This design comes from an exercise in tuning for small area, a short achievable clock period and few clock cycles per item on the open sky130 flow, not from production work.
Only simulation tests tie the RTL to the original design; equivalence was not proved.
No activity file was given, so power comes from the tool's default toggle rates.

Setup of run 1:
// rational_arith_reduce
module rational_arith_reduce (
    input  wire logic               clk,
    input  wire logic               rst_n,
    input  wire logic               in_valid,
    output logic                    in_stall,
    input  wire logic [1:0]         kind,
    input  wire logic signed [31:0] a_num,
    input  wire logic [30:0]        a_den,
    input  wire logic signed [31:0] b_num,
    input  wire logic [30:0]        b_den,
    output logic                    out_valid,
    input  wire logic               out_stall,
    output logic signed [31:0]      res_num,
    output logic [30:0]             res_den,
    output logic                    div_zero,
    output logic                    overflow
);
Size in the first run: roughly 4,300 cells after synthesis, roughly 200 I/O pins, about 0.038 mm² of cells after synthesis.
==> flow/config.mk <==
export PLATFORM = sky130hd
export DESIGN_NAME = rational_arith_reduce
export DESIGN_NICKNAME = rational_arith_reduce
export VERILOG_FILES = /design/flow/design.v
export SDC_FILE = /design/flow/constraint.sdc
export NUM_CORES = 4
export LEC_CHECK = 0
export CAP_MARGIN = 20
export CORE_MARGIN = 2
export CORE_UTILIZATION = 55
export SLEW_MARGIN = 20
==> flow/constraint.sdc <==
create_clock -name core_clock -period 10.5 [get_ports {clk}]
set_input_delay 2.1000 -clock core_clock [delete_from_list [all_inputs] [get_ports {clk}]]
set_output_delay 2.1000 -clock core_clock [all_outputs]
set_load 0.01 [all_outputs]
standard.sh (not shown) runs the stock make flow with config.mk's settings and CLKGATE_MAP_FILE= SYNTH_SCRIPT=/design/flow/synth_recipe.tcl, a recipe that flattens the netlist after the stock synthesis.
==> flow/flow/run.sh <==
#!/bin/bash
set -euo pipefail
bash standard.sh SETUP_SLACK_MARGIN=6 "BUFFER_PORTS_ARGS=-buffer_cell sky130_fd_sc_hd__buf_2" finish > orfs_make.log 2>&1
Testbench counts of run 1, summed over its fixed seeds: cycles 54,254, items 1,920.
The following lists how run 2 was set up differently from run 1:
Settings: changing CORE_UTILIZATION from 55 to 66.
## What came out
- In run 2, the vias after detailed routing came out 1.3% above the value in run 1.
- Per the comparison of run 2 with run 1, number of sinks handled by clock tree synthesis stayed essentially flat, post-route fraction of the period consumed by the critical path dropped 0.26 points, layout buffer count excluding clock buffers -58, leakage power shrank by 2.7%, final design area excluding fillers went down.
- Endpoint of the most critical setup path = v[27]$_DFFE_PP_: run 1; endpoint of the most critical setup path = v[57]$_DFFE_PP_: run 2
- Wire length of the first global-routing pass for run 2 is lower than for run 1.
- Higher initial cell density of the core among run 2 and run 1: run 2
- The length of routed wiring on met1 reported for run 2 is smaller than that of run 1 by 6.2 mm.
### run 2 -> run 3
Settings: changing CORE_UTILIZATION from 66 to 55.
==> flow/flow/run.sh <==
#!/bin/bash
set -euo pipefail
bash standard.sh SETUP_SLACK_MARGIN=6.2 "BUFFER_PORTS_ARGS=-buffer_cell sky130_fd_sc_hd__buf_2" finish > orfs_make.log 2>&1
## What came out
Run 3 finished end to end and its layout was clean on timing, DRC and antenna. Run 2: all stages complete, timing, DRC and antenna checks passed. In run 3 the core utilization of the finished layout turned out 10 points lower than in run 2. Well-tap cell count was higher in run 3 than in run 2. Going from run 2 to run 3, worst setup margin has increased; number of cells in the finished layout apart from fillers climbed 3.9%.
Changes in run 4 relative to run 3:
Settings: changing SLEW_MARGIN from 20 to 5; changing CAP_MARGIN from 20 to 5; changing CORE_UTILIZATION from 55 to 62.
==> flow/flow/run.sh <==
#!/bin/bash
set -euo pipefail
bash standard.sh SETUP_SLACK_MARGIN=6 "BUFFER_PORTS_ARGS=-buffer_cell sky130_fd_sc_hd__buf_2" finish > orfs_make.log 2>&1
[summary]
- Multi-input gate area in the final layout sits lower in run 4 than in run 3.
- Taking run 3 as the reference, in run 4 routability congestion estimate rose by about 7%, final period demand of the worst path rose by 0.046 ns, final period utilization rose by 0.43 points, total power fell by about 3.7%.
- On clock slew seen by the registers of the worst setup and hold paths, run 4 and run 3 are neck and neck.
- Re area of all placed cells without fillers: run 4 and run 3 aren't equal, and the lower value belongs to run 4.
- Run 3 → run 4: via count flat, worst setup slack down 0.046 ns, non-clock buffer count down 16%, register share of the cell area up 1.1 points.

## separate check: timing with driven ports
The flow's constraints put no driver on any port. The routed layouts listed below were extracted and timed again, unchanged, in two steps. Step 1 (the two cells are an assumption about what drives the block):
set clk [get_ports {clk}]
set_driving_cell -lib_cell sky130_fd_sc_hd__clkbuf_16 $clk
set_driving_cell -lib_cell sky130_fd_sc_hd__buf_2 [delete_from_list [all_inputs] $clk]
Step 2 also shifts input and output timing later by t, the mid clock arrival at the registers, as if the neighbouring blocks saw the same clock. a / b / c = ideal / step 1 / step 2; a / b = the first two.
run	t, ns	setup WS [ns]	worst hold slack (ns)
run 1	0.691	5.968 / 5.968 / 5.434	0.492 / 0.492 / 0.492
run 2	0.692	5.995 / 5.995 / 5.341	0.460 / 0.460 / 0.460
run 3	0.690	6.008 / 6.008 / 5.602	0.476 / 0.476 / 0.476
run 4	0.691	5.962 / 5.962 / 5.395	0.484 / 0.484 / 0.484
After both steps every run listed still meets setup and hold. The setup slack of run 2, which loses most, moves by 0.000 ns with the drivers and by -0.654 ns with both steps.
